This is an optimization exercise on Yosys and OpenROAD, whose aim is small area, not a production implementation.
In this exercise RTL edits were held to simulation tests only and were not proved equivalent to the original.
Power figures rest on the tool's default switching activity, not on a simulated workload.

==> flow/design.v <==
`default_nettype none
package host_map_pkg;
    typedef logic [31:0] word_t;
    typedef logic [11:0] host_addr_t;
    typedef logic [5:0]  region_offset_t;
    typedef enum logic [1:0] {
        region_none,
        region_input,
        region_config,
        region_output
    } host_region_e;
    localparam host_addr_t INPUT_BASE  = 12'h000;
    localparam host_addr_t CONFIG_BASE = 12'h100;
    localparam host_addr_t OUTPUT_BASE = 12'h200;
    typedef struct packed {
        logic       wr;
        logic       rd;
        host_addr_t addr;
        word_t      wdata;
    } host_req_t;
    typedef struct packed {
        logic           wr;
        logic           rd;
        host_region_e   region;
        region_offset_t offset;
        word_t          wdata;
    } host_acc_t;
endpackage
`default_nettype wire
`default_nettype none
package dma_cfg_pkg;
    typedef enum logic [1:0] {
        mode_idle = 2'd0,
        mode_push = 2'd1,
        mode_pull = 2'd2
    } mode_e;
    typedef logic [7:0]  xfer_len_t;
    typedef logic [31:0] mem_addr_t;
    localparam int MODE_LSB = 0;
    localparam int LEN_LSB  = 24;
    localparam int MODE_W   = 2;
    localparam int LEN_W    = 8;
    localparam int CFG_CTRL = 0;
    localparam int CFG_SRC  = 1;
    localparam int CFG_DST  = 2;
    typedef struct packed {
        xfer_len_t len;
        mem_addr_t src_addr;
        mem_addr_t dst_addr;
    } dma_cfg_t;
    typedef struct packed {
        logic      write;
        mem_addr_t addr;
        xfer_len_t len;
    } mem_cmd_t;
endpackage
`default_nettype wire
`default_nettype none
module host_decode (
    input  wire                     clk,
    input  wire                     rst_n,
    input  wire host_map_pkg::host_req_t req,
    output host_map_pkg::host_acc_t acc
);
    host_map_pkg::host_region_e   region_d;
    host_map_pkg::host_region_e   region_q;
    host_map_pkg::region_offset_t offset_q;
    host_map_pkg::word_t          wdata_q;
    logic                         wr_q;
    logic                         rd_q;
    always_comb begin
        case (req.addr[11:8])
            host_map_pkg::INPUT_BASE[11:8]:  region_d = host_map_pkg::region_input;
            host_map_pkg::CONFIG_BASE[11:8]: region_d = host_map_pkg::region_config;
            host_map_pkg::OUTPUT_BASE[11:8]: region_d = host_map_pkg::region_output;
            default:                         region_d = host_map_pkg::region_none;
        endcase
    end
    always_ff @(posedge clk) begin
        if (!rst_n) begin
            wr_q <= 1'b0;
            rd_q <= 1'b0;
        end else begin
            wr_q <= req.wr;
            rd_q <= req.rd;
        end
    end
    always_ff @(posedge clk) begin
        region_q <= region_d;
        offset_q <= req.addr[7:2];
        wdata_q  <= req.wdata;
    end
    assign acc = {wr_q, rd_q, region_q, offset_q, wdata_q};
endmodule
`default_nettype wire
`default_nettype none
module cfg_regs (
    input  wire                      clk,
    input  wire                      rst_n,
    input  wire host_map_pkg::host_acc_t acc,
    input  wire                      busy,
    output dma_cfg_pkg::dma_cfg_t    cfg,
    output logic                     start,
    output dma_cfg_pkg::mode_e       start_mode,
    output host_map_pkg::word_t      cfg_rdata
);
    host_map_pkg::word_t ctrl_q;
    host_map_pkg::word_t src_q;
    host_map_pkg::word_t dst_q;
    logic                cfg_wr;
    assign cfg_wr = acc.wr && (acc.region == host_map_pkg::region_config);
    assign start_mode = dma_cfg_pkg::mode_e'(
        ctrl_q[dma_cfg_pkg::MODE_LSB +: dma_cfg_pkg::MODE_W]);
    assign start = (start_mode != dma_cfg_pkg::mode_idle) && !busy;
    always_ff @(posedge clk) begin
        if (!rst_n) begin
            ctrl_q <= '0;
            src_q  <= '0;
            dst_q  <= '0;
        end else begin
            if (start) begin
                ctrl_q[dma_cfg_pkg::MODE_LSB +: dma_cfg_pkg::MODE_W] <=
                    dma_cfg_pkg::mode_idle;
            end
            if (cfg_wr) begin
                case (acc.offset)
                    dma_cfg_pkg::CFG_CTRL: ctrl_q <= acc.wdata;
                    dma_cfg_pkg::CFG_SRC:  src_q  <= acc.wdata;
                    dma_cfg_pkg::CFG_DST:  dst_q  <= acc.wdata;
                    default: ;
                endcase
            end
        end
    end
    assign cfg = {
        ctrl_q[dma_cfg_pkg::LEN_LSB +: dma_cfg_pkg::LEN_W],
        src_q,
        dst_q
    };
    always_comb begin
        case (acc.offset)
            dma_cfg_pkg::CFG_CTRL: cfg_rdata = ctrl_q;
            dma_cfg_pkg::CFG_SRC:  cfg_rdata = src_q;
            dma_cfg_pkg::CFG_DST:  cfg_rdata = dst_q;
            default:               cfg_rdata = '0;
        endcase
    end
endmodule
`default_nettype wire
`default_nettype none
module xfer_engine #(
    parameter int BUF_DEPTH = 32
) (
    input  wire                          clk,
    input  wire                          rst_n,
    input  wire dma_cfg_pkg::dma_cfg_t   cfg,
    input  wire                          start,
    input  wire dma_cfg_pkg::mode_e      start_mode,
    output logic [$clog2(BUF_DEPTH)-1:0] in_idx,
    input  wire host_map_pkg::word_t     in_word,
    output dma_cfg_pkg::mem_cmd_t        mem_cmd,
    output logic                         mem_cmd_valid,
    output host_map_pkg::word_t          mem_wdata,
    output logic                         mem_wvalid,
    output logic                         mem_wlast,
    input  wire host_map_pkg::word_t     mem_rdata,
    input  wire                          mem_rvalid,
    output logic                         out_we,
    output logic [$clog2(BUF_DEPTH)-1:0] out_idx,
    output host_map_pkg::word_t          out_word,
    output logic                         busy,
    output logic                         xfer_done
);
    localparam int IDX_W = $clog2(BUF_DEPTH);
    typedef enum logic [1:0] {
        st_idle,
        st_cmd,
        st_push,
        st_pull
    } state_e;
    state_e                 state;
    dma_cfg_pkg::dma_cfg_t  cfg_q;
    dma_cfg_pkg::mode_e     mode_q;
    dma_cfg_pkg::xfer_len_t count;
    logic                   is_push;
    logic                   beat;
    logic                   last_beat;
    assign is_push = (mode_q == dma_cfg_pkg::mode_push);
    assign beat      = (state == st_push) || ((state == st_pull) && mem_rvalid);
    assign last_beat = beat && (count == cfg_q.len);
    always_ff @(posedge clk) begin
        if (!rst_n) begin
            state     <= st_idle;
            mode_q    <= dma_cfg_pkg::mode_idle;
            count     <= '0;
            xfer_done <= 1'b0;
        end else begin
            xfer_done <= 1'b0;
            case (state)
                st_idle: begin
                    if (start) begin
                        state  <= st_cmd;
                        mode_q <= start_mode;
                        count  <= '0;
                    end
                end
                st_cmd: begin
                    state <= is_push ? st_push : st_pull;
                end
                default: begin
                    if (beat) begin
                        count <= count + 1'b1;
                    end
                    if (last_beat) begin
                        state     <= st_idle;
                        xfer_done <= 1'b1;
                    end
                end
            endcase
        end
    end
    always_ff @(posedge clk) begin
        if ((state == st_idle) && start) begin
            cfg_q <= cfg;
        end
    end
    assign busy          = (state != st_idle);
    assign mem_cmd_valid = (state == st_cmd);
    assign mem_cmd = {
        is_push,
        is_push ? cfg_q.dst_addr : cfg_q.src_addr,
        cfg_q.len
    };
    assign in_idx  = IDX_W'(((cfg_q.src_addr >> 2) + count) % BUF_DEPTH);
    assign out_idx = IDX_W'(((cfg_q.dst_addr >> 2) + count) % BUF_DEPTH);
    assign mem_wvalid = (state == st_push);
    assign mem_wlast  = mem_wvalid && last_beat;
    assign mem_wdata  = in_word;
    assign out_we   = (state == st_pull) && mem_rvalid;
    assign out_word = mem_rdata;
endmodule
`default_nettype wire
`default_nettype none
module local_buffers #(
    parameter int BUF_DEPTH = 32
) (
    input  wire                          clk,
    input  wire                          rst_n,
    input  wire host_map_pkg::host_acc_t acc,
    input  wire host_map_pkg::word_t     cfg_rdata,
    input  wire [$clog2(BUF_DEPTH)-1:0]  in_idx,
    output host_map_pkg::word_t          in_word,
    input  wire                          out_we,
    input  wire [$clog2(BUF_DEPTH)-1:0]  out_idx,
    input  wire host_map_pkg::word_t     out_word,
    output host_map_pkg::word_t          host_rdata,
    output logic                         host_rvalid
);
    localparam int IDX_W = $clog2(BUF_DEPTH);
    host_map_pkg::word_t in_buf  [BUF_DEPTH];
    host_map_pkg::word_t out_buf [BUF_DEPTH];
    logic [IDX_W-1:0]    host_idx;
    host_map_pkg::word_t rd_mux;
    assign host_idx = IDX_W'(acc.offset % BUF_DEPTH);
    always_ff @(posedge clk) begin
        if (!rst_n) begin
            for (int i = 0; i < BUF_DEPTH; i++) begin
                in_buf[i]  <= '0;
                out_buf[i] <= '0;
            end
        end else begin
            if (acc.wr && (acc.region == host_map_pkg::region_input)) begin
                in_buf[host_idx] <= acc.wdata;
            end
            if (out_we) begin
                out_buf[out_idx] <= out_word;
            end
        end
    end
    assign in_word = in_buf[in_idx];
    always_comb begin
        case (acc.region)
            host_map_pkg::region_input:  rd_mux = in_buf[host_idx];
            host_map_pkg::region_config: rd_mux = cfg_rdata;
            host_map_pkg::region_output: rd_mux = out_buf[host_idx];
            default:                     rd_mux = '0;
        endcase
    end
    always_ff @(posedge clk) begin
        if (!rst_n) begin
            host_rvalid <= 1'b0;
        end else begin
            host_rvalid <= acc.rd;
        end
    end
    always_ff @(posedge clk) begin
        if (acc.rd) begin
            host_rdata <= rd_mux;
        end
    end
endmodule
`default_nettype wire
`default_nettype none
module dma_top #(
    parameter int BUF_DEPTH = 32
) (
    input  wire                          clk,
    input  wire                          rst_n,
    input  wire                          host_wr,
    input  wire                          host_rd,
    input  wire [11:0]                   host_addr,
    input  wire [31:0]                   host_wdata,
    output logic [31:0]                  host_rdata,
    output logic                         host_rvalid,
    output logic                         mem_cmd_write,
    output logic [31:0]                  mem_cmd_addr,
    output logic [7:0]                   mem_cmd_len,
    output logic                         mem_cmd_valid,
    output logic [31:0]                  mem_wdata,
    output logic                         mem_wvalid,
    output logic                         mem_wlast,
    input  wire [31:0]                   mem_rdata,
    input  wire                          mem_rvalid,
    output logic                         busy,
    output logic                         xfer_done
);
    host_map_pkg::host_req_t        host_req;
    dma_cfg_pkg::mem_cmd_t          mem_cmd;
    host_map_pkg::host_acc_t        acc;
    dma_cfg_pkg::dma_cfg_t          cfg;
    logic                           start;
    dma_cfg_pkg::mode_e             start_mode;
    host_map_pkg::word_t            cfg_rdata;
    logic [$clog2(BUF_DEPTH)-1:0]   in_idx;
    host_map_pkg::word_t            in_word;
    logic                           out_we;
    logic [$clog2(BUF_DEPTH)-1:0]   out_idx;
    host_map_pkg::word_t            out_word;
    assign host_req = {host_wr, host_rd, host_addr, host_wdata};
    assign {mem_cmd_write, mem_cmd_addr, mem_cmd_len} = mem_cmd;
    host_decode host_decode_i (
        .clk (clk),
        .rst_n (rst_n),
        .req (host_req),
        .acc (acc)
    );
    cfg_regs cfg_regs_i (
        .clk        (clk),
        .rst_n      (rst_n),
        .acc        (acc),
        .busy       (busy),
        .cfg        (cfg),
        .start      (start),
        .start_mode (start_mode),
        .cfg_rdata  (cfg_rdata)
    );
    xfer_engine #(
        .BUF_DEPTH (BUF_DEPTH)
    ) xfer_engine_i (
        .clk           (clk),
        .rst_n         (rst_n),
        .cfg           (cfg),
        .start         (start),
        .start_mode    (start_mode),
        .in_idx        (in_idx),
        .in_word       (in_word),
        .mem_cmd       (mem_cmd),
        .mem_cmd_valid (mem_cmd_valid),
        .mem_wdata     (mem_wdata),
        .mem_wvalid    (mem_wvalid),
        .mem_wlast     (mem_wlast),
        .mem_rdata     (mem_rdata),
        .mem_rvalid    (mem_rvalid),
        .out_we        (out_we),
        .out_idx       (out_idx),
        .out_word      (out_word),
        .busy          (busy),
        .xfer_done     (xfer_done)
    );
    local_buffers #(
        .BUF_DEPTH (BUF_DEPTH)
    ) local_buffers_i (
        .clk         (clk),
        .rst_n       (rst_n),
        .acc         (acc),
        .cfg_rdata   (cfg_rdata),
        .in_idx      (in_idx),
        .in_word     (in_word),
        .out_we      (out_we),
        .out_idx     (out_idx),
        .out_word    (out_word),
        .host_rdata  (host_rdata),
        .host_rvalid (host_rvalid)
    );
endmodule
`default_nettype wire
==> flow/run.sh <==
#!/bin/bash
# synth_recipe.tcl (not shown) runs the flow's synth.tcl, then flattens the netlist and writes it again
# the make line also repeats each setting of config.mk as NAME=value (left out here)
make -C /OpenROAD-flow-scripts/flow DESIGN_CONFIG=/design/flow/config.mk WORK_HOME=/design/flow/orfs CLKGATE_MAP_FILE= SYNTH_SCRIPT=/design/flow/synth_recipe.tcl finish
==> flow/config.mk <==
export PLATFORM = sky130hd
export DESIGN_NAME = dma_top
export DESIGN_NICKNAME = dma_top
export VERILOG_FILES = /design/flow/design.v
export SDC_FILE = /design/flow/constraint.sdc
export NUM_CORES = 4
export LEC_CHECK = 0
export CAP_MARGIN = 20
export CORE_MARGIN = 2
export CORE_UTILIZATION = 35
export PLACE_DENSITY = 0.55
export SLEW_MARGIN = 20
==> flow/constraint.sdc <==
create_clock -name core_clock -period 6.0 [get_ports {clk}]
set_input_delay 1.2000 -clock core_clock [delete_from_list [all_inputs] [get_ports {clk}]]
set_output_delay 1.2000 -clock core_clock [all_outputs]
set_load 0.01 [all_outputs]
==> impl_metrics.csv, run 1 <==
group,metric,value,unit
global_route,grt_antenna_before_repair,50,
placement,place_ws,0.917,ns
clocking,cts.path.max_buffers,4,
global_route,grt_pass1_wl,574000,um
worst_setup_path,worstPathRequired,4.80,ns
cells_and_area,final_area,127000,um2
synth,synth-edff-count,2152,
global_route,grt_max_degree,92,
synth,yosysWarningCount,4,
worst_setup_path,worstSetupEndpointType,"primary output",
route,vias,72000,
floorplanning,die_area,321000,um2
floorplanning,rows,206,
power_and_ir_drop,vdd_ir_drop_max,0.227,mV
sta,grt_setup_unrepaired,"no",
global_route,overflow,0,
hold_path,hp-class,"register to register",
route,drtIter0Drc,8620,
cells_and_area,layout-drive-gt1-share,0.143,
floorplanning,start_util,0.352,
placement,routabilityCongestion,0.847,
route,vias_per_cell,5.78,
sta,tns,0,ns
power_and_ir_drop,pwr-share-clk,0.436,
clocking,cts_num_sinks,2304,
floorplanning,pin_count,192,
sta,worst_pin_slew,1.22,ns
clocking,cts-htree-levels,5,
power_and_ir_drop,power.switching,8.49,mW
placement,placement.io_buffers,189,
global_route,grt_pass1_vias,71600,
cells_and_area,final_common_cell,"edfxtp_1",
worst_setup_path,path_class,"register to primary output",
synth,syn_inst,8109,
clocking,clk_latency,0.87,ns
synth,syn-cell-area,111000,um2
clocking,tritoncts,"yes",
synth,synth_fp_nets,8201,
run_status,status,"timing/DRC/antenna clean",
power_and_ir_drop,powerDensity,283,nW/um2
floorplanning,die-height,567,um
clocking,clockRootBuffer,"clkbuf_16",
cells_and_area,layout_common_cells,"edfxtp_1 (2152), and2_1 (2053), mux2i_1 (1248)",
clocking,post_cts_resized,0,
power_and_ir_drop,leakage,47.9,nW
synth,synth_cell_types,46,
placement,placed_cell_area,119000,um2
sta,finalSetupViolations,0,
synth,async_flop_share,0,
sta,slew_headroom,0.188,
sta,clock.fmax,171,MHz
sta,slew_violations,0,
route,drc,0,
job,drv_cap,0,
floorplanning,die_width,567,um
synth,synth.yosys.seq_area_share,0.611,
route,drt_wl_total,419000,um
sta,clock_skew,0.0570,ns
route,ant_nets,0,
cells_and_area,fin_nets,8196,
route,routedWlPerCell,33.6,um
sta,period_minus_slack,5.83,ns
power_and_ir_drop,pwr-share-comb,0.060,
worst_setup_path,worst-path-max-fanout,20,
clocking,cts-buffers-inserted,266,
synth,avgSynthCellArea,13.7,um2
synth,ys_ff_latch,2304,
power_and_ir_drop,p_int,27.6,mW
route,drtPass1Iterations,6,
sta,fin_ws,0.166,ns
power_and_ir_drop,power_switching_share,0.235,
sta,fin_crit_sh,0.972,
global_route,grt_usage,0.254,
clocking,clkTransAtPathRegs,0.07,ns
worst_setup_path,critPathLaunchType,"register",
worst_setup_path,arrival,4.63,ns
sta,hold_viol_final,0,
power_and_ir_drop,p_seq_frac,0.504,
synth,ys.flop_type,"edfxtp_1",
floorplanning,core_area,315000,um2
worst_setup_path,r2r_slack,1.40,ns
cells_and_area,synthToLayoutAreaGrowth,15.1,%
placement,dpl.hpwl,245000,um
[logic make-up (layout without fill, tap and decap cells)]
| family | after synthesis | count (layout) | synth area share |
|---|---|---|---|
| buffers and inverters | 790 | 972 | 0.0283 |
| other | 0 | 19 | 0 |
| adders and majority gates | 11 | 11 | 0.00138 |
| and+or+nand+nor | 2660 | 2660 | 0.145 |
| AOI/OAI and AO/OA | 751 | 751 | 0.0411 |
| DFF | 2304 | 2304 | 0.611 |
| muxes | 1568 | 1568 | 0.171 |
| xor gates and xnor gates | 25 | 25 | 0.00218 |
[worst paths after layout]
kind,from,endpoint,cells past startpoint
worst max-delay path,xfer_engine_i.count[0],mem_wdata[23],9
worst min-delay path,cfg_regs_i.src_q[6],xfer_engine_i.cfg_q[38],0
worst max register to register,xfer_engine_i.count[0],local_buffers_i.out_buf[22][3],10
worst min register to register,cfg_regs_i.src_q[6],xfer_engine_i.cfg_q[38],0
[final cells by class]
class | instances | area, um2
Clock inverter | 111 | 883
Clock buffer | 344 | 7280
Inverter | 4 | 16.3
Tap cell | 4160 | 5200
Timing Repair Buffer | 513 | 5170
Multi-Input combinational cell | 5015 | 41200
Sequential cell | 2304 | 67700
Antenna cell | 19 | 47.5
Fill cell | 28800 | 188000
[worst max-delay path, stage by stage, from the launching register on]
cell and delay, ns:
dfxtp_1 0.42, ha_4 0.23, fa_4 0.50, a21o_1 0.18
a21oi_1 0.39, xnor2_4 0.27, buf_4 0.54, mux2i_1 0.39
mux2_2 0.25, clkdlybuf4s50_1 0.54
[through the flow]
stage	hold slack [ns]	utilization	power, mW	instances
2_1_floorplan	0.429	-	19.5	8109
3_3_place_gp	0.439	0.378	20.6	12000
3_5_place_dp	0.444	0.378	20.7	12000
4_1_cts	0.455	0.404	36.2	12400
5_1_grt	0.464	0.405	36.9	12500
6_report	0.450	0.405	36.1	12500
[Yosys cell counts, types with 2 or more instances]
cell	instances	area (um2)
buf_4	10	75.1
mux2_2	64	721
ha_1	9	113
a21o_1	4	30.0
buf_1	62	233
o22ai_1	512	3200
dfxtp_1	152	3040
buf_2	102	510
or3_1	4	25.0
nand4_1	5	31.3
inv_1	4	15.0
and2_1	2053	12800
nor2_1	106	398
nor4_2	18	225
o21ai_0	31	155
edfxtp_1	2152	64600
nor4_1	135	845
nand2_1	242	908
nor2b_1	8	50.1
nand3_1	9	45.0
nor3b_1	2	15.0
nor4_4	7	149
a21oi_1	166	831
nand4b_1	4	35.0
or4b_2	3	30.0
mux2i_1	1248	12500
clkbuf_1	612	2300
nand4bb_1	6	67.6
mux4_2	256	5770
nand2b_1	40	250
a21oi_2	2	17.5
fa_1	2	40.0
nor3_1	8	40.0
xnor2_2	2	32.5
and3_1	6	37.5
a211o_1	32	280
xor2_1	7	61.3
xnor2_1	15	131
or4_1	2	15.0
[registers in the layout, summed over array words and instances, names as in the netlist, 6 cells and up]
register,count
local_buffers_i.in_buf,1024
cfg_regs_i.src_q,32
cfg_regs_i.ctrl_q,32
host_decode_i.wdata_q,32
xfer_engine_i.cfg_q,72
cfg_regs_i.dst_q,32
host_decode_i.offset_q,6
local_buffers_i.host_rdata,32
local_buffers_i.out_buf,1024
xfer_engine_i.count,8
[power by group through the flow]
stage	Clock, mW	Combinational [mW]	Sequential (mW)
final	15.7	2.18	18.2
after global routing	16.5	2.22	18.2
after CTS	15.8	2.15	18.2
after detailed placement	0	2.15	18.5
after global placement	0	2.13	18.5
after floorplan	0	1.10	18.4
[repair_timing]
action,CTS,global route
buffers inserted,0,4
hold buffers,0,0
endpoints found under the setup margin,0,1
[metal layers]
metal  part of all wire  routed length (um)  GRT usage
met1               0.39              163000      0.324
met4              0.058               24300      0.133
met3              0.088               36700     0.0509
met5            0.00047                 197          0
met2               0.46              195000      0.408
==> inputs of run 2 (changes only) <==
==> flow/design.v (replaced) <==
`default_nettype none
module dma_top (
    input  wire         clk,
    input  wire         rst_n,
    input  wire         host_wr,
    input  wire         host_rd,
    input  wire [11:0]  host_addr,
    input  wire [31:0]  host_wdata,
    output logic [31:0] host_rdata,
    output logic        host_rvalid,
    output logic        mem_cmd_write,
    output logic [31:0] mem_cmd_addr,
    output logic [7:0]  mem_cmd_len,
    output logic        mem_cmd_valid,
    output logic [31:0] mem_wdata,
    output logic        mem_wvalid,
    output logic        mem_wlast,
    input  wire [31:0]  mem_rdata,
    input  wire         mem_rvalid,
    output logic        busy,
    output logic        xfer_done
);
    logic        wr_q, rd_q;
    logic [1:0]  region_q;    
    logic [5:0]  offset_q;
    logic [31:0] wdata_q;
    always_ff @(posedge clk) begin
        if (!rst_n) begin
            wr_q <= 1'b0;
            rd_q <= 1'b0;
        end else begin
            wr_q <= host_wr;
            rd_q <= host_rd;
        end
    end
    always_ff @(posedge clk) begin
        region_q <= (host_addr[11:10] != 2'b00 || host_addr[9:8] == 2'b11) ? 2'd3
                                                                             : host_addr[9:8];
        offset_q <= host_addr[7:2];
        wdata_q  <= host_wdata;
    end
    logic [31:0] wd;
    assign wd = rst_n ? wdata_q : 32'd0;
    logic wr_in, wr_cfg;
    assign wr_in  = wr_q && (region_q == 2'd0);
    assign wr_cfg = wr_q && (region_q == 2'd1);
    logic [31:0] ctrl_q, src_q, dst_q;
    logic        start;
    logic        wr_ctrl, wr_src, wr_dst;
    assign wr_ctrl = wr_cfg && (offset_q == 6'd0);
    assign wr_src  = wr_cfg && (offset_q == 6'd1);
    assign wr_dst  = wr_cfg && (offset_q == 6'd2);
    always_ff @(posedge clk) begin
        if (!rst_n || wr_ctrl) ctrl_q[31:2] <= wd[31:2];
        if (!rst_n || wr_ctrl || start) ctrl_q[1:0] <= wr_ctrl ? wd[1:0] : 2'd0;
        if (!rst_n || wr_src) src_q <= wd;
        if (!rst_n || wr_dst) dst_q <= wd;
    end
    logic       cmd_q;       
    logic       push_q;      
    logic [7:0] rem_q;       
    logic [4:0] idx_q;       
    logic       beat, last;
    logic       start_push;
    assign start      = (ctrl_q[1:0] != 2'd0) && !busy;
    assign start_push = (ctrl_q[1:0] == 2'd1);
    assign beat       = busy && !cmd_q && (push_q || mem_rvalid);
    assign last       = beat && (rem_q == 8'd0);
    always_ff @(posedge clk) begin
        if (!rst_n) begin
            busy      <= 1'b0;
            cmd_q     <= 1'b0;
            xfer_done <= 1'b0;
        end else begin
            busy      <= start || (busy && !last);
            cmd_q     <= start;
            xfer_done <= last;
        end
    end
    always_ff @(posedge clk) begin
        if (start) begin
            push_q <= start_push;
            rem_q  <= ctrl_q[31:24];
            idx_q  <= start_push ? src_q[6:2] : dst_q[6:2];
        end else if (beat) begin
            rem_q  <= rem_q - 8'd1;
            idx_q  <= idx_q + 5'd1;
        end
    end
    always_ff @(posedge clk) begin
        mem_cmd_addr <= start_push ? dst_q : src_q;
    end
    assign mem_cmd_valid = cmd_q;
    assign mem_cmd_write = push_q;
    assign mem_cmd_len   = rem_q;
    assign mem_wvalid    = busy && !cmd_q && push_q;
    assign mem_wlast     = mem_wvalid && (rem_q == 8'd0);
    logic [31:0] in_buf  [32];
    logic [31:0] out_buf [32];
    logic        pull_we;
    logic [31:0] rd_wd;
    assign pull_we = busy && !cmd_q && !push_q && mem_rvalid;
    assign rd_wd   = rst_n ? mem_rdata : 32'd0;
    always_ff @(posedge clk) begin
        for (int i = 0; i < 32; i++) begin
            if (!rst_n || (wr_in && offset_q[4:0] == 5'(i))) in_buf[i] <= wd;
            if (!rst_n || (pull_we && idx_q == 5'(i)))       out_buf[i] <= rd_wd;
        end
    end
    assign mem_wdata = in_buf[idx_q];
    logic [31:0] rd_mux;
    always_comb begin
        case (region_q)
            2'd0: rd_mux = in_buf[offset_q[4:0]];
            2'd1: case (offset_q)
                      6'd0:    rd_mux = ctrl_q;
                      6'd1:    rd_mux = src_q;
                      6'd2:    rd_mux = dst_q;
                      default: rd_mux = 32'd0;
                  endcase
            2'd2: rd_mux = out_buf[offset_q[4:0]];
            default: rd_mux = 32'd0;
        endcase
    end
    always_ff @(posedge clk) begin
        if (!rst_n) host_rvalid <= 1'b0;
        else        host_rvalid <= rd_q;
        host_rdata <= rd_mux;
    end
endmodule
`default_nettype wire
==> impl_metrics.csv, run 2 <==
group,metric,value,unit
synth,synthXorXnorAreaFrac,0.000793,
clocking,tritoncts,"yes",
route,drc,0,
worst_setup_path,worstPathRequired,4.80,ns
clocking,cts-buffers-inserted,220,
power_and_ir_drop,leakage,35.0,nW
worst_setup_path,critical_path.cell_chain,"nand2_1 -> nor2_4 -> buf_4 -> a22o_1 -> a221oi_1 -> nand3_1 -> o32a_1 -> clkdlybuf4s50_1",
sta,slew_violations,0,
route,vias,66200,
worst_setup_path,rr_worst_depth,10,
run_status,status,"failed layout checks",
floorplanning,die-height,507,um
worst_setup_path,max_stage_delay,0.80,ns
synth,synth_top_area_cell,"edfxtp_1",
worst_setup_path,cp_slowest_cell,"edfxtp_1",
job,drv_cap,0,
synth,synth-edff-count,2158,
synth,yosysMostFrequentCell,"edfxtp_1",
sta,fin_ws,-0.0521,ns
clocking,cts-htree-levels,4,
floorplanning,die_area,257000,um2
clocking,hold_buffers,0,
synth,syn_inst,5479,
global_route,grt_usage,0.325,
power_and_ir_drop,power_switching_share,0.268,
worst_setup_path,worst-path-max-fanout,18,
cells_and_area,fin_util,0.420,
cells_and_area,reg_top3,"in_buf x1024, out_buf x1024",
run_status,check.faults,"negative setup slack",
synth,synth-adder-area-share,0.000991,
placement,routabilityCongestion,0.944,
synth,synth.yosys.seq_area_share,0.758,
power_and_ir_drop,vdd_ir_drop_max,0.363,mV
synth,avgSynthCellArea,16.1,um2
synth,async_flop_share,0,
synth,synth-simple-area-share,0.0524,
global_route,overflow,0,
sta,clock.fmax,165,MHz
floorplanning,rows,184,
synth,syn-cell-area,88400,um2
cells_and_area,synthToLayoutAreaGrowth,19.2,%
floorplanning,die_width,507,um
placement,dpl.hpwl,240000,um
power_and_ir_drop,pwr-share-comb,0.131,
route,drt_wl_total,432000,um
power_and_ir_drop,p_int,28.2,mW
worst_setup_path,r2r_slack,1.11,ns
sta,fin_crit_sh,1.01,
power_and_ir_drop,p_seq_frac,0.498,
clocking,clk_latency,0.90,ns
synth,synth_fp_nets,5567,
sta,hold_viol_final,0,
synth,yosysWarningCount,3,
synth,synth-compound-area-share,0.157,
synth,synth_top_area_share,0.733,
cells_and_area,layout_common_cells,"edfxtp_1 (2158), a22oi_1 (734), buf_4 (343)",
global_route,grt_pass1_vias,61400,
power_and_ir_drop,powerDensity,366,nW/um2
cells_and_area,fin_nets,5979,
hold_path,worstHoldPathCells,1,
route,ant_nets,0,
worst_setup_path,critPathLaunchType,"register",
clocking,clockRootBuffer,"clkbuf_16",
route,routedWlPerCell,45.7,um
cells_and_area,fillers,22300,
route,drtIter0Drc,15300,
route,vias_per_cell,7.00,
power_and_ir_drop,power.switching,10.3,mW
clocking,clkTransAtPathRegs,0.07,ns
global_route,grt_max_degree,83,
global_route,grt_antenna_before_repair,47,
worst_setup_path,arrival,4.85,ns
cells_and_area,layout-drive-gt1-share,0.157,
floorplanning,pin_count,192,
placement,dp.cells,8999,
synth,ys_ff_latch,2268,
worst_setup_path,critPathBufInv,2,
sta,clock_skew,0.0339,ns
hold_path,hp-class,"register to register",
placement,placement.io_buffers,189,
power_and_ir_drop,pwr-share-clk,0.370,
worst_setup_path,cp_top_family,"simple AND/OR/NAND/NOR gates",
synth,synth_cell_types,67,
cells_and_area,fin_cells,9457,
worst_setup_path,worstSetupEndpointType,"primary output",
sta,finalSetupViolations,2,
sta,worst_pin_slew,1.31,ns
worst_setup_path,path_class,"register to primary output",
synth,synthMuxAreaShare,0.0100,
sta,grt_setup_unrepaired,"yes",
clocking,cts_num_sinks,2268,
synth,synth.top_cells.by_area,"edfxtp_1 (73%), a22oi_1 (6.2%), a221oi_1 (2.7%)",
synth,ys.flop_type,"edfxtp_1",
clocking,cts.path.max_buffers,3,
sta,slew_headroom,0.127,
route,drtPass1Iterations,9,
worst_setup_path,path_depth,8,
synth,synthTopCellsByCount,"edfxtp_1 (2158), a22oi_1 (734), a221oi_1 (271)",
floorplanning,start_util,0.352,
sta,period_minus_slack,6.05,ns
floorplanning,core_area,251000,um2
global_route,grt_pass1_wl,564000,um
cells_and_area,final_common_cell,"edfxtp_1",
synth,synth_top_family_by_area,"compound AO/OA/AOI/OAI gates",
run 2: changes by cell type after synthesis, sizes merged, moves of 156 or more:
cell | before | now
and2 | 2053 | 73
nand4 | 5 | 161
clkbuf | 612 | 197
o22ai | 512 | 8
mux4 | 256 | 0
a22o | 0 | 269
a221oi | 0 | 272
mux2i | 1248 | 66
a22oi | 0 | 734
run 2: final timing paths:
check / end / startpoint
min reg2reg: host_rvalid / rd_q
max: mem_wdata[13] / idx_q[4]
min: host_rvalid / rd_q
max reg2reg: host_rdata[2] / offset_q[4]
run 2: cells by family (layout without fill, tap and decap cells):
kind of cell               count (synthesis)  after routing
AOI/OAI and AO/OA                       1781           1781
DFF                                     2268           2268
and+or+nand+nor                          903            903
buffers and inverters                    426           1032
xor gates and xnor gates                   8              8
other                                      0             24
muxes                                     86             86
adders and majority gates                  7              7
run 2: power by group through the flow:
stage	Sequential, mW	Combinational [mW]	Clock (mW)
3_3_place_gp	19.5	4.77	0
3_5_place_dp	19.5	4.79	0
4_1_cts	19.2	4.82	14.3
5_1_grt	19.3	5.06	14.9
6_report	19.2	5.06	14.3
2_1_floorplan	19.3	1.94	0
run 2: through the flow:
stage / total power [mW] / setup WS (ns) / hold WS (ns) / area (um2) / TNS (ns)
floorplan: 21.3 / 1.40 / 0.412 / 88400 / 0
global placement: 24.3 / 0.787 / 0.426 / 97600 / 0
detailed placement: 24.3 / 0.863 / 0.426 / 97800 / 0
CTS: 38.3 / -0.00939 / 0.452 / 105000 / -0.0125
global route: 39.2 / -0.00967 / 0.477 / 105000 / -0.00967
finish: 38.6 / -0.0521 / 0.449 / 105000 / -0.0745
run 2: layout make-up:
cell class | count | area (um2) | share of cell area
flip-flops and latches | 2268 | 67000 | 0.636
multi-input cells | 2785 | 21000 | 0.200
clock buffers | 284 | 6080 | 0.0577
repair buffers | 594 | 5700 | 0.0541
well taps | 3348 | 4190 | 0.0397
clock inverters | 132 | 1220 | 0.0115
inverters | 22 | 82.6 | 0.000783
diodes | 24 | 60.1 | 0.000570
run 2: repair_timing:
item / CTS / global route
pin swaps: 0 / 3
setup endpoints to repair: 4 / 21
setup buffers: 4 / 12
gates resized for setup: 2 / 5
run 2: layer usage:
layer  track usage  part of all wire
met1         0.418              0.35
met2         0.461              0.41
met3         0.145              0.17
met4         0.168             0.064
met5       0.00704            0.0012
==> inputs of run 3 (changes only) <==
--- a/flow/design.v
+++ b/flow/design.v
@@ -108,18 +108,47 @@
         end
     end
-    assign mem_wdata = in_buf[idx_q];
+    logic [31:0] psel, hsel_in, hsel_out;
+    always_comb begin
+        for (int i = 0; i < 32; i++) begin
+            psel[i]     = (idx_q == 5'(i));
+            hsel_in[i]  = (region_q == 2'd0) && (offset_q[4:0] == 5'(i));
+            hsel_out[i] = (region_q == 2'd2) && (offset_q[4:0] == 5'(i));
+        end
+    end
+    logic [31:0] pg [11];
+    always_comb begin
+        for (int j = 0; j < 11; j++) begin
+            pg[j] = 32'd0;
+            for (int i = 3 * j; i < 3 * j + 3 && i < 32; i++)
+                pg[j] = pg[j] | (in_buf[i] & {32{psel[i]}});
+        end
+        mem_wdata = ((pg[0] | pg[1]) | (pg[2] | pg[3])) | ((pg[4] | pg[5]) | (pg[6] | pg[7]))
+                  | ((pg[8] | pg[9]) | pg[10]);
+    end
     logic [31:0] rd_mux;
+    logic [31:0] hw   [67];
+    logic [66:0] hsel;
+    logic [31:0] hg   [23];
     always_comb begin
-        case (region_q)
-            2'd0: rd_mux = in_buf[offset_q[4:0]];
-            2'd1: case (offset_q)
-                      6'd0:    rd_mux = ctrl_q;
-                      6'd1:    rd_mux = src_q;
-                      6'd2:    rd_mux = dst_q;
-                      default: rd_mux = 32'd0;
-                  endcase
-            2'd2: rd_mux = out_buf[offset_q[4:0]];
-            default: rd_mux = 32'd0;
-        endcase
+        for (int i = 0; i < 32; i++) begin
+            hw[2 * i]       = in_buf[i];
+            hsel[2 * i]     = hsel_in[i];
+            hw[2 * i + 1]   = out_buf[i];
+            hsel[2 * i + 1] = hsel_out[i];
+        end
+        hw[64] = ctrl_q;
+        hw[65] = src_q;
+        hw[66] = dst_q;
+        hsel[64] = (region_q == 2'd1) && (offset_q == 6'd0);
+        hsel[65] = (region_q == 2'd1) && (offset_q == 6'd1);
+        hsel[66] = (region_q == 2'd1) && (offset_q == 6'd2);
+        for (int j = 0; j < 23; j++) begin
+            hg[j] = 32'd0;
+            for (int i = 3 * j; i < 3 * j + 3 && i < 67; i++)
+                hg[j] = hg[j] | (hw[i] & {32{hsel[i]}});
+        end
+        rd_mux = (((hg[0] | hg[1]) | (hg[2] | hg[3])) | ((hg[4] | hg[5]) | (hg[6] | hg[7])))
+               | (((hg[8] | hg[9]) | (hg[10] | hg[11])) | ((hg[12] | hg[13]) | (hg[14] | hg[15])))
+               | (((hg[16] | hg[17]) | (hg[18] | hg[19])) | ((hg[20] | hg[21]) | hg[22]));
     end
     always_ff @(posedge clk) begin
==> flow/flow/run.sh (new file) <==
#!/bin/bash
# Standard layout, with these changes:
#  - ABC maps the logic with an area-oriented script (the ORFS scripts are
#    copied and only abc_speed.script is replaced; synth_recipe.tcl is unchanged);
#  - clock tree synthesis uses clkbuf_8 in larger sink clusters and no dummy loads;
#  - the port buffers are buf_1 cells.
set -euo pipefail
rm -rf scripts_mod
cp -r "$FLOW_HOME/scripts" scripts_mod
cp flow/abc_speed.script scripts_mod/abc_speed.script
CTS="-sink_clustering_enable -repair_clock_nets -dont_use_dummy_load -buf_list sky130_fd_sc_hd__clkbuf_8 -sink_clustering_size 18 -sink_clustering_max_diameter 50"
bash standard.sh SCRIPTS_DIR="$PWD/scripts_mod" synth > synth.log 2>&1
bash standard.sh SCRIPTS_DIR="$PWD/scripts_mod" "CTS_ARGS=$CTS" \
  "BUFFER_PORTS_ARGS=-buffer_cell sky130_fd_sc_hd__buf_1" finish > layout.log 2>&1
==> flow/flow/abc_speed.script (new file) <==
&get -n
&st
&dch
&nf -R 1000 -p -F 10 -A 10 -a
&put
topo
==> flow/standard.sh (new file) <==
#!/bin/bash
# synth_recipe.tcl (not shown) runs the flow's synth.tcl, then flattens the netlist and writes it again
# the make line also repeats each setting of config.mk as NAME=value (left out here)
make -C /OpenROAD-flow-scripts/flow DESIGN_CONFIG=/design/flow/config.mk WORK_HOME=/design/flow/orfs CLKGATE_MAP_FILE= SYNTH_SCRIPT=/design/flow/synth_recipe.tcl "${@:-finish}"
--- a/flow/config.mk
+++ b/flow/config.mk
@@ -8,5 +8,6 @@
 export CAP_MARGIN = 20
 export CORE_MARGIN = 2
-export CORE_UTILIZATION = 35
-export PLACE_DENSITY = 0.55
+export CORE_UTILIZATION = 45
+export PLACE_DENSITY = 0.6
+export SETUP_SLACK_MARGIN = 0.2
 export SLEW_MARGIN = 20
removed: flow/run.sh
==> impl_metrics.csv, run 3 <==
group,metric,value,unit
job,drv_cap,0,
global_route,grt_pass1_wl,409000,um
worst_setup_path,worstSetupEndpointType,"primary output",
synth,async_flop_share,0,
global_route,grt_pass1_vias,52200,
cells_and_area,fin_nets,5001,
cells_and_area,fin_util,0.507,
sta,clock.fmax,172,MHz
synth,syn-cell-area,82500,um2
synth,synth-edff-count,2158,
route,vias,54700,
cells_and_area,reg_top3,"in_buf x1024, out_buf x1024",
synth,avgSynthCellArea,19.4,um2
worst_setup_path,worst-path-max-fanout,19,
synth,synth_cell_types,31,
global_route,grt_usage,0.315,
floorplanning,rows,157,
route,ant_nets,0,
synth,syn_inst,4257,
route,drtPass1Iterations,21,
cells_and_area,layout-drive-gt1-share,0.135,
power_and_ir_drop,powerDensity,332,nW/um2
sta,hold_viol_final,0,
power_and_ir_drop,p_seq_frac,0.623,
clocking,clkTransAtPathRegs,0.11,ns
worst_setup_path,critPathLaunchType,"register",
worst_setup_path,arrival,4.61,ns
worst_setup_path,max_stage_delay,0.52,ns
sta,clock_skew,0.151,ns
sta,grt_setup_unrepaired,"yes",
synth,synth_top_area_cell,"edfxtp_1",
sta,worst_pin_slew,1.25,ns
cells_and_area,fillers,14700,
power_and_ir_drop,power_switching_share,0.277,
power_and_ir_drop,p_int,22.3,mW
clocking,clk_latency,1.02,ns
sta,whs,0.256,ns
worst_setup_path,cp_top_family,"simple AND/OR/NAND/NOR gates",
sta,period_minus_slack,5.81,ns
route,routedWlPerCell,41.3,um
run_status,status,"timing/DRC/antenna clean",
clocking,tritoncts,"yes",
power_and_ir_drop,pwr-share-comb,0.130,
power_and_ir_drop,pwr-share-clk,0.246,
worst_setup_path,critical_path.cell_chain,"clkinv_1 -> ha_1 -> nand2_2 -> nor2_4 -> a222oi_1 -> nand4_1 -> nor2_1 -> nand4_1 -> buf_1",
synth,yosysWarningCount,6,
cells_and_area,layout_common_cells,"edfxtp_1 (2158), a222oi_1 (992), buf_4 (270)",
synth,synth.yosys.seq_area_share,0.813,
worst_setup_path,path_depth,9,
global_route,grt_antenna_before_repair,21,
synth,yosysMostFrequentCell,"edfxtp_1",
global_route,grt_max_degree,54,
floorplanning,start_util,0.452,
clocking,post-cts-setup-buffers,0,
synth,synth_top_area_share,0.786,
synth,ys.flop_type,"edfxtp_1",
sta,slew_headroom,0.159,
worst_setup_path,cp_common_cell,"nand4_1",
route,drt_wl_total,301000,um
worst_setup_path,critPathBufInv,2,
cells_and_area,fin_cells,7299,
floorplanning,die_width,432,um
sta,fin_crit_sh,0.969,
route,drtIter0Drc,13400,
floorplanning,die_area,187000,um2
worst_setup_path,cp_slowest_cell,"edfxtp_1",
synth,ys_ff_latch,2268,
clocking,cts.path.max_buffers,3,
synth,synth.top_cells.by_area,"edfxtp_1 (79%), a222oi_1 (12%), dfxtp_1 (2.7%)",
clocking,clockRootBuffer,"clkbuf_8",
sta,finalSetupViolations,0,
synth,synth_fp_nets,4345,
route,vias_per_cell,7.49,
power_and_ir_drop,power.switching,8.52,mW
floorplanning,die-height,432,um
placement,dpl.hpwl,191000,um
worst_setup_path,worstPathRequired,4.80,ns
placement,dp.cells,7107,
clocking,cts-buffers-inserted,189,
clocking,cts-htree-levels,4,
worst_setup_path,rr_worst_depth,8,
clocking,cts_num_sinks,2268,
hold_path,hp-class,"primary input to register",
sta,fin_ws,0.188,ns
floorplanning,core_area,182000,um2
global_route,overflow,0,
hold_path,worstHoldPathCells,1,
cells_and_area,synthToLayoutAreaGrowth,12.3,%
placement,placement.io_buffers,189,
worst_setup_path,path_class,"register to primary output",
sta,tns,0,ns
sta,slew_violations,0,
power_and_ir_drop,leakage,29.8,nW
floorplanning,pin_count,192,
placement,routabilityCongestion,0.911,
power_and_ir_drop,vdd_ir_drop_max,0.215,mV
cells_and_area,final_common_cell,"edfxtp_1",
synth,synthTopCellsByCount,"edfxtp_1 (2158), a222oi_1 (992), nand4_1 (261)",
placement,place_ws,1.13,ns
route,drc,0,
clocking,hold_buffers,0,
[run 3: repair_timing]
action	4_1_cts	5_1_grt
pin swaps	1	4
setup endpoints to repair	20	13
gates resized for setup	9	8
[run 3: area by class of cell]
| type | instances | area [um2] | area share |
|---|---|---|---|
| clock buffers | 189 | 2600 | 0.0281 |
| diodes | 3 | 7.51 | 0.0000811 |
| flip-flops and latches | 2268 | 67000 | 0.724 |
| repair buffers | 465 | 2850 | 0.0308 |
| well taps | 2385 | 2980 | 0.0322 |
| inverters | 9 | 33.8 | 0.000365 |
| multi-input cells | 1980 | 17100 | 0.185 |
[run 3: per-layer routing]
metal / vias to the layer above / part of all wire / global-route usage
met2: 4905 / 0.46 / 0.490
li1: 21300 / - / -
met3: 743 / 0.15 / 0.0926
met1: 27800 / 0.35 / 0.421
met5: - / 0.00021 / 0
met4: 10 / 0.040 / 0.113
[run 3: cell families (layout without fill, tap and decap cells)]
kind of cell,after synthesis,after routing,synth area share
AO/OA/AOI/OAI,1204,1204,0.138
XOR/XNOR,8,8,0.000850
adder cells (fa/ha/maj),7,7,0.00106
buffers and inverters,9,663,0.000410
flip-flops,2268,2268,0.813
other,0,3,0
AND/OR/NAND/NOR,761,761,0.0475
[run 3: power by group through the flow]
stage               logic, mW  clock network, mW  registers (mW)
CTS                      3.84               7.64            19.1
global placement         3.78                  0            19.5
floorplan                1.43                  0            19.4
global route             4.08               8.13            19.3
detailed placement       3.83                  0            19.5
finish                   4.01               7.59            19.2
[run 3: metrics by stage]
stage	total power [mW]	instance area, um2
6_report	30.8	92600
5_1_grt	31.5	92600
4_1_cts	30.6	92500
3_5_place_dp	23.3	89900
3_3_place_gp	23.2	89900
2_1_floorplan	20.9	82500
[run 3: path summary, 6_finish.rpt]
| kind | from | to | slack [ns] |
|---|---|---|---|
| max | idx_q[0] | mem_wdata[9] | 0.19 |
| min | host_wdata[19] | wdata_q[19] | 0.26 |
| max reg2reg | offset_q[0] | host_rdata[5] | 1.54 |
| min reg2reg | rd_q | host_rvalid | 0.44 |
==> inputs of run 4 (changes only) <==
--- a/flow/config.mk
+++ b/flow/config.mk
@@ -10,4 +10,4 @@
 export CORE_UTILIZATION = 45
 export PLACE_DENSITY = 0.6
-export SETUP_SLACK_MARGIN = 0.2
+export SETUP_SLACK_MARGIN = 0.5
 export SLEW_MARGIN = 20
==> impl_metrics.csv, run 4 <==
group,metric,value,unit
sta,worst_pin_slew,1.21,ns
sta,finalSetupViolations,0,
route,drt_wl_total,306000,um
synth,synthTopCellsByCount,"edfxtp_1 (2158), a222oi_1 (992), nand4_1 (261)",
sta,hold_viol_final,0,
cells_and_area,final_common_cell,"edfxtp_1",
route,routedWlPerCell,41.8,um
route,drtPass1Iterations,14,
clocking,tritoncts,"yes",
global_route,overflow,0,
synth,avgSynthCellArea,19.4,um2
worst_setup_path,worst-path-max-fanout,16,
worst_setup_path,worstSetupEndpointType,"primary output",
synth,synth_top_area_share,0.786,
cells_and_area,layout_common_cells,"edfxtp_1 (2158), a222oi_1 (992), buf_4 (288)",
sta,clock_skew,0.144,ns
sta,grt_setup_unrepaired,"yes",
clocking,clkTransAtPathRegs,0.11,ns
route,ant_nets,0,
cells_and_area,layout-drive-gt1-share,0.150,
placement,routabilityCongestion,0.911,
worst_setup_path,worstPathRequired,4.80,ns
synth,synth_cell_types,31,
global_route,grt_max_degree,54,
synth,async_flop_share,0,
global_route,grt_usage,0.318,
cells_and_area,synthToLayoutAreaGrowth,13.2,%
placement,dp.cells,7107,
sta,whs,0.250,ns
synth,ys_ff_latch,2268,
sta,tns,0,ns
sta,fin_crit_sh,0.928,
synth,synth_top_area_cell,"edfxtp_1",
sta,period_minus_slack,5.57,ns
route,drtIter0Drc,13500,
worst_setup_path,path_class,"register to primary output",
sta,clock.fmax,180,MHz
floorplanning,die_area,187000,um2
synth,ys.flop_type,"edfxtp_1",
synth,yosysWarningCount,6,
floorplanning,core_area,182000,um2
clocking,cts-buffers-inserted,189,
synth,synth-edff-count,2158,
clocking,clockRootBuffer,"clkbuf_8",
floorplanning,rows,157,
route,vias_per_cell,7.50,
floorplanning,start_util,0.452,
placement,placement.io_buffers,189,
run_status,status,"timing/DRC/antenna clean",
synth,synth_fp_nets,4345,
synth,synth.yosys.seq_area_share,0.813,
power_and_ir_drop,vdd_ir_drop_max,0.217,mV
power_and_ir_drop,leakage,30.1,nW
synth,syn_inst,4257,
cells_and_area,fin_nets,5041,
clocking,cts_num_sinks,2268,
clocking,clk_latency,1.03,ns
hold_path,hp-class,"primary input to register",
job,drv_cap,0,
route,vias,55100,
synth,synth.top_cells.by_area,"edfxtp_1 (79%), a222oi_1 (12%), dfxtp_1 (2.7%)",
global_route,grt_pass1_wl,412000,um
clocking,cts.path.max_buffers,3,
placement,dpl.hpwl,191000,um
sta,slew_headroom,0.195,
floorplanning,die-height,432,um
power_and_ir_drop,powerDensity,334,nW/um2
cells_and_area,fillers,14600,
floorplanning,die_width,432,um
synth,syn-cell-area,82500,um2
floorplanning,pin_count,192,
worst_setup_path,critPathLaunchType,"register",
sta,slew_violations,0,
clocking,cts-htree-levels,4,
cells_and_area,reg_top3,"in_buf x1024, out_buf x1024",
global_route,grt_antenna_before_repair,15,
route,drc,0,
cells_and_area,fin_cells,7341,
synth,yosysMostFrequentCell,"edfxtp_1",
worst_setup_path,arrival,4.37,ns
global_route,grt_pass1_vias,52500,
==> run 4: report_power, final <==
group / total, mW / internal, mW / switching, mW
clock: 7.60 / 2.79 / 4.81
combinational: 4.41 / 1.01 / 3.40
sequential: 19.2 / 18.6 / 0.534
total: 31.2 / 22.4 / 8.74
==> run 4: final timing paths <==
kind / from / end / slack (ns) / cells past startpoint
worst max-delay path: idx_q[2] / mem_wdata[7] / 0.43 / 9
worst min register to register: rd_q / host_rvalid / 0.44 / 1
worst max register to register: offset_q[3] / host_rdata[5] / 1.59 / 8
worst min-delay path: host_wdata[19] / wdata_q[19] / 0.25 / 1
==> run 4: stage by stage <==
stage	util	setup slack [ns]	area, um2	total power [mW]
global route	0.511	0.406	93300	31.9
global placement	0.493	1.20	89900	23.2
floorplan	-	1.11	82500	20.9
CTS	0.508	0.450	92800	30.8
finish	0.511	0.433	93300	31.2
detailed placement	0.493	1.13	89900	23.3
==> run 4: critical path: stages (launching register included) <==
cell	delay (ns)
edfxtp_1	0.57
buf_4	0.23
nor2_2	0.40
nand2_8	0.17
nor2_2	0.92
a222oi_1	0.43
nand4_1	0.25
nor2_4	0.08
nand4_1	0.14
buf_1	0.18
==> run 4: layout make-up <==
cell class	count	area (um2)	area share
clock buffers	189	2600	0.0279
diodes	5	12.5	0.000134
flip-flops and latches	2268	67000	0.718
multi-input cells	1990	17400	0.187
inverters	9	47.5	0.000509
repair buffers	495	3230	0.0346
well taps	2385	2980	0.0320
==> run 4: kinds of logic after synthesis <==
kind of cell | Yosys count | share of synthesized area
buffers and inverters | 9 | 0.000410
AND/OR/NAND/NOR | 761 | 0.0475
AO/OA/AOI/OAI | 1204 | 0.138
flip-flops | 2268 | 0.813
adder cells (fa/ha/maj) | 7 | 0.00106
XOR/XNOR | 8 | 0.000850
==> run 4: metal layers <==
metal,wire [um],up-vias,global-route usage
li1,-,21400,-
met1,106000,28000,0.418
met2,140000,4912,0.494
met3,46800,804,0.101
met4,12700,14,0.120
met5,275,-,0
==> run 4: what timing repair did <==
item,in CTS,in global routing
hold buffers,0,0
pin swaps,27,29
endpoints found under the setup margin,32,32
resized for setup,54,46
setup buffers,6,23
cloned,5,6
==> inputs of run 5 (changes only) <==
--- a/flow/config.mk
+++ b/flow/config.mk
@@ -8,6 +8,6 @@
 export CAP_MARGIN = 20
 export CORE_MARGIN = 2
-export CORE_UTILIZATION = 45
-export PLACE_DENSITY = 0.6
-export SETUP_SLACK_MARGIN = 0.5
+export CORE_UTILIZATION = 52
+export PLACE_DENSITY = 0.68
+export SETUP_SLACK_MARGIN = 0.2
 export SLEW_MARGIN = 20
==> impl_metrics.csv, run 5 <==
group,metric,value,unit
job,drv_cap,0,
synth,synth_top_area_cell,"edfxtp_1",
placement,dp.cells,6777,
synth,synth_top_area_share,0.786,
placement,dpl.hpwl,180000,um
power_and_ir_drop,leakage,29.6,nW
synth,synthTopCellsByCount,"edfxtp_1 (2158), a222oi_1 (992), nand4_1 (261)",
clocking,clkTransAtPathRegs,0.10,ns
global_route,overflow,0,
worst_setup_path,worst-path-max-fanout,16,
cells_and_area,layout_common_cells,"edfxtp_1 (2158), a222oi_1 (992), nand4_1 (261)",
sta,worst_pin_slew,1.30,ns
sta,finalSetupViolations,1,
synth,synth.yosys.seq_area_share,0.813,
sta,slew_violations,0,
route,vias,55600,
synth,yosysWarningCount,6,
floorplanning,die_width,402,um
global_route,grt_usage,0.356,
cells_and_area,synthToLayoutAreaGrowth,11.6,%
clocking,hold_buffers,0,
floorplanning,start_util,0.522,
cells_and_area,reg_top3,"in_buf x1024, out_buf x1024",
floorplanning,core_area,158000,um2
sta,fin_ws,-0.00353,ns
synth,ys.flop_type,"edfxtp_1",
clocking,clockRootBuffer,"clkbuf_8",
synth,yosysMostFrequentCell,"edfxtp_1",
clocking,cts.path.max_buffers,3,
sta,fin_crit_sh,1.00,
route,drtPass1Iterations,11,
worst_setup_path,worstSetupEndpointType,"primary output",
clocking,cts-buffers-inserted,174,
worst_setup_path,worstPathRequired,4.80,ns
route,drtIter0Drc,15100,
synth,ys_ff_latch,2268,
clocking,clk_latency,0.99,ns
worst_setup_path,arrival,4.80,ns
placement,placed_cell_area,89400,um2
floorplanning,rows,146,
floorplanning,pin_count,192,
placement,routabilityCongestion,0.923,
synth,avgSynthCellArea,19.4,um2
route,routedWlPerCell,42.7,um
clocking,tritoncts,"yes",
synth,syn-cell-area,82500,um2
cells_and_area,final_common_cell,"edfxtp_1",
global_route,grt_pass1_vias,53200,
cells_and_area,layout-drive-gt1-share,0.133,
power_and_ir_drop,vdd_ir_drop_max,0.262,mV
synth,synth_fp_nets,4345,
synth,syn_inst,4257,
worst_setup_path,critPathLaunchType,"register",
worst_setup_path,path_class,"register to primary output",
hold_path,hp-class,"primary input to register",
route,drt_wl_total,297000,um
floorplanning,die-height,402,um
synth,synth_cell_types,31,
cells_and_area,fillers,11400,
cells_and_area,fin_cells,6966,
global_route,grt_max_degree,66,
sta,hold_viol_final,0,
synth,async_flop_share,0,
sta,clock_skew,0.112,ns
floorplanning,die_area,162000,um2
cells_and_area,fin_nets,4977,
route,ant_nets,0,
power_and_ir_drop,total_power,30.6,mW
run_status,check.faults,"negative setup slack",
clocking,cts_num_sinks,2268,
synth,synth.top_cells.by_area,"edfxtp_1 (79%), a222oi_1 (12%), dfxtp_1 (2.7%)",
cells_and_area,final_area,92000,um2
placement,placement.io_buffers,189,
sta,period_minus_slack,6.00,ns
global_route,grt_pass1_wl,402000,um
sta,clock.fmax,167,MHz
synth,synth-edff-count,2158,
sta,slew_headroom,0.129,
clocking,cts-htree-levels,4,
run_status,status,"failed layout checks",
global_route,grt_antenna_before_repair,18,
route,vias_per_cell,7.98,
power_and_ir_drop,powerDensity,332,nW/um2
route,drc,0,
sta,grt_setup_unrepaired,"yes",
run 5: cell families after synthesis:
| logic type | count (synthesis) | share of synthesized area |
|---|---|---|
| flip-flops | 2268 | 0.813 |
| AO/OA/AOI/OAI | 1204 | 0.138 |
| AND/OR/NAND/NOR | 761 | 0.0475 |
| buffers and inverters | 9 | 0.000410 |
| XOR/XNOR | 8 | 0.000850 |
| adder cells (fa/ha/maj) | 7 | 0.00106 |
run 5: final timing paths:
path                      end            from  cells after the start  slack, ns
min               wdata_q[11]  host_wdata[11]                      1       0.33
max             mem_wdata[31]        idx_q[0]                      9     -0.004
min reg2reg  mem_cmd_addr[24]       dst_q[24]                      2       0.46
max reg2reg     host_rdata[4]     offset_q[3]                      8       1.67
run 5: per-layer routing:
layer,track usage,wire (um),part of all wire,vias up
met1,0.461,95600,0.32,27400
met4,0.145,14700,0.050,16
met2,0.535,131000,0.44,5944
met5,0,170,0.00057,-
met3,0.145,56000,0.19,928
li1,-,-,-,21200
run 5: cell type report:
type / instances / area [um2] / share of cell area
inverters: 9 / 33.8 / 0.000367
diodes: 7 / 17.5 / 0.000190
repair buffers: 452 / 2770 / 0.0301
flip-flops and latches: 2268 / 67000 / 0.728
well taps: 2072 / 2590 / 0.0282
multi-input cells: 1984 / 17200 / 0.187
clock buffers: 174 / 2390 / 0.0260
run 5: through the flow:
step | setup TNS [ns] | util | setup slack (ns) | hold slack [ns]
6_report | -0.00353 | 0.582 | -0.00353 | 0.326
4_1_cts | 0 | 0.581 | 0.192 | 0.267
5_1_grt | 0 | 0.582 | 0.0810 | 0.305
3_3_place_gp | 0 | 0.566 | 1.21 | 0.435
3_5_place_dp | 0 | 0.566 | 1.19 | 0.456
2_1_floorplan | 0 | - | 1.11 | 0.413
run 5: worst max-delay path: stages (launching register included):
cell and delay, ns:
edfxtp_1 0.58, clkinv_1 0.16, ha_1 0.32, nand3_1 0.58, nor2_4 0.32, a222oi_1 0.85, nand4_1 0.28, nor2_4 0.28
nand4_1 0.23, buf_1 0.20
run 5: what timing repair did:
item | CTS | global route
pin swaps | 0 | 13
setup buffers | 0 | 2
gates cloned | 0 | 4
resized for setup | 6 | 21
setup endpoints to repair | 6 | 31
endpoints found under the hold margin | 0 | 0
run 5: power breakdown:
part / internal (mW) / switching (mW)
Sequential: 18.6 / 0.535
Clock: 2.59 / 4.67
Combinational: 0.850 / 3.28
Total: 22.1 / 8.49
==> inputs of run 6 (changes only) <==
==> flow/flow/abc_speed.script (replaced) <==
&get -n
&st
&dch
&nf -R 10000 -p -F 20 -A 20 -a -C 32
&put
topo
--- a/flow/config.mk
+++ b/flow/config.mk
@@ -8,6 +8,6 @@
 export CAP_MARGIN = 20
 export CORE_MARGIN = 2
-export CORE_UTILIZATION = 52
-export PLACE_DENSITY = 0.68
+export CORE_UTILIZATION = 45
+export PLACE_DENSITY = 0.6
 export SETUP_SLACK_MARGIN = 0.2
 export SLEW_MARGIN = 20
==> impl_metrics.csv, run 6 <==
group,metric,value,unit
run_status,status,"timing/DRC/antenna clean",
route,routedWlPerCell,42.3,um
floorplanning,pin_count,192,
synth,syn-cell-area,82300,um2
clocking,clk_latency,1.05,ns
sta,hold_viol_final,0,
power_and_ir_drop,vdd_ir_drop_max,0.239,mV
route,drtIter0Drc,14200,
worst_setup_path,worstSetupEndpointType,"primary output",
synth,synth_top_area_cell,"edfxtp_1",
cells_and_area,synthToLayoutAreaGrowth,12.6,%
sta,grt_setup_unrepaired,"yes",
clocking,cts-htree-levels,4,
sta,slew_violations,0,
clocking,hold_buffers,0,
synth,synth.yosys.seq_area_share,0.814,
synth,avgSynthCellArea,19.5,um2
cells_and_area,fin_cells,7290,
synth,ys_ff_latch,2268,
route,vias_per_cell,7.53,
cells_and_area,reg_top3,"in_buf x1024, out_buf x1024",
global_route,grtUsageMet3,0.101,
floorplanning,die-height,432,um
floorplanning,die_area,186000,um2
sta,tns,0,ns
global_route,met1_usage,0.421,
global_route,grt_max_degree,40,
worst_setup_path,worstPathRequired,4.80,ns
worst_setup_path,cp-startpoint,"idx_q[4]",
placement,dpl.hpwl,193000,um
job,drv_cap,0,
sta,clock_skew,0.131,ns
power_and_ir_drop,leakage,29.8,nW
clocking,tritoncts,"yes",
global_route,overflow,0,
synth,synthTopCellsByCount,"edfxtp_1 (2158), a222oi_1 (1024), nand4_1 (261)",
sta,worst_pin_slew,1.23,ns
worst_setup_path,r2r_start,"offset_q[4]",
global_route,grt_pass1_vias,52300,
floorplanning,start_util,0.451,
floorplanning,core_area,182000,um2
clocking,cts.path.max_buffers,3,
power_and_ir_drop,powerDensity,334,nW/um2
cells_and_area,final_common_cell,"edfxtp_1",
clocking,clkTransAtPathRegs,0.10,ns
route,drt_wl_total,308000,um
worst_setup_path,path_class,"register to primary output",
synth,synth_cell_types,30,
hold_path,hold_path_startpoint,"host_wdata[10]",
worst_setup_path,worst-path-max-fanout,31,
hold_path,hp-class,"primary input to register",
worst_setup_path,arrival,4.61,ns
global_route,grt.met2_usage,0.504,
synth,yosysWarningCount,6,
clocking,cts-buffers-inserted,193,
worst_setup_path,cp_top_family,"simple AND/OR/NAND/NOR gates",
route,vias,54900,
placement,placement.io_buffers,189,
floorplanning,rows,157,
global_route,grt_pass1_wl,414000,um
clocking,clockRootBuffer,"clkbuf_8",
sta,finalSetupViolations,0,
worst_setup_path,cp_slowest_cell,"a222oi_1",
sta,clock.fmax,172,MHz
placement,routabilityCongestion,0.923,
route,ant_nets,0,
cells_and_area,layout-drive-gt1-share,0.142,
synth,ys.flop_type,"edfxtp_1",
cells_and_area,layout_common_cells,"edfxtp_1 (2158), a222oi_1 (1024), buf_4 (284)",
synth,async_flop_share,0,
global_route,grt_antenna_before_repair,18,
cells_and_area,fin_nets,4989,
worst_setup_path,critPathLaunchType,"register",
floorplanning,die_width,432,um
route,drc,0,
synth,synth-edff-count,2158,
worst_setup_path,max_stage_delay,0.53,ns
synth,synth_top_area_share,0.787,
worst_setup_path,cp_common_cell,"nand4_1",
synth,syn_inst,4225,
sta,period_minus_slack,5.81,ns
global_route,grt.busiest_layer,"met2",
synth,synth_fp_nets,4313,
route,drtPass1Iterations,11,
worst_setup_path,critical_path.cell_chain,"clkbuf_8 -> nor2_4 -> buf_4 -> a222oi_1 -> nand4_1 -> nor2_1 -> nand4_1 -> buf_1",
synth,synth.top_cells.by_area,"edfxtp_1 (79%), a222oi_1 (12%), dfxtp_1 (2.7%)",
worst_setup_path,critPathBufInv,3,
clocking,cts_num_sinks,2268,
global_route,grt_usage,0.322,
sta,fin_crit_sh,0.969,
synth,yosysMostFrequentCell,"edfxtp_1",
sta,slew_headroom,0.170,
placement,dp.cells,7089,
## run 6: changes by cell type in the layout (fill, tap and decap cells not counted), sizes merged, moves of 4 or more
cell / delta
buf: +28
a21oi: -32
a22o: -32
a222oi: +32
nor2: -4
clkbuf: +20
## run 6: path summary, 6_finish.rpt
path              slack (ns)             to  cells after the start
setup / recovery        0.19  mem_wdata[23]                      8
hold / removal          0.25    wdata_q[10]                      1
setup reg to reg        1.35  host_rdata[3]                      8
hold reg to reg         0.43    host_rvalid                      1
## run 6: what timing repair did
item | 4_1_cts | 5_1_grt
resized for setup | 5 | 29
setup buffers | 0 | 0
endpoints found under the setup margin | 9 | 31
endpoints found under the hold margin | 0 | 0
pin swaps | 0 | 6
## run 6: cell type report
class / count / area (um2)
fill: 14700 / 89800
sequential: 2268 / 67000
multi-input combinational: 1948 / 17000
timing repair buffer: 481 / 3000
tap: 2385 / 2980
clock buffer: 193 / 2660
inverter: 9 / 36.3
antenna: 6 / 15.0
## run 6: per-layer routing
metal / vias up / share of wire
met2: 5061 / 0.46
met1: 27900 / 0.34
li1: 21200 / -
met4: 2 / 0.045
met3: 758 / 0.16
met5: - / 0.000023
## run 6: per-stage QoR
stage	util	area, um2	setup WS (ns)	hold WS (ns)	power [mW]
floorplan	-	82300	1.11	0.413	20.8
global placement	0.492	89800	1.21	0.415	23.3
detailed placement	0.493	89900	1.18	0.423	23.3
CTS	0.507	92600	0.175	0.182	30.7
global route	0.508	92700	0.145	0.206	31.6
finish	0.508	92700	0.188	0.245	31.0
## run 6: power breakdown
part	switching (mW)	internal [mW]	total, mW
Sequential	0.528	18.6	19.2
Combinational	3.25	0.863	4.12
Clock	4.83	2.85	7.68
## run 6: cell families after synthesis
logic type	count (synthesis)	share of synthesized area
flip-flops	2268	0.814
AO/OA/AOI/OAI	1172	0.136
AND/OR/NAND/NOR	761	0.0475
buffers and inverters	9	0.000410
XOR/XNOR	8	0.000851
adder cells (fa/ha/maj)	7	0.00106
## run 6: worst register-to-register path, stage by stage, from the launching register on
cell      delay, ns
dfxtp_1        0.69
buf_4          0.34
nand2b_1       0.64
nor2_4         0.34
buf_4          0.34
a222oi_1       0.39
nand4_1        0.37
nor4_1         1.04
nand2_1        0.34

-- afterwards: timing with drivers on the ports --
No port has a modelled driver above. Below, the same layouts with a new extraction and two added sets of constraints. Step 1, drivers: a clkbuf_16 drives clk and a buf_2 each remaining input, both assumed. Step 2 adds t to the input delays and takes it off the output delays; t is the mean of the earliest and latest rising clock arrival at the registers after step 1. Input paths then give back, and output paths get back, about the clock's delay inside the block. Slacks: ideal ports / drivers / drivers and shift; pairs: ideal ports / drivers.
run | t, ns | slack for setup (ns) | worst slew at a driven data input, ns | cell pins on the clock port's net
run 1 | 0.946 | 0.166 / 0.065 / 1.010 | 0.19 | 1
run 2 | 0.983 | -0.052 / -0.152 / 0.832 | 0.06 | 1
run 3 | 1.027 | 0.188 / 0.111 / 1.138 | 0.06 | 1
run 4 | 1.034 | 0.433 / 0.357 / 1.391 | 0.06 | 1
run 5 | 1.004 | -0.004 / -0.077 / 0.928 | 0.11 | 1
run 6 | 1.058 | 0.188 / 0.111 / 1.169 | 0.08 | 1
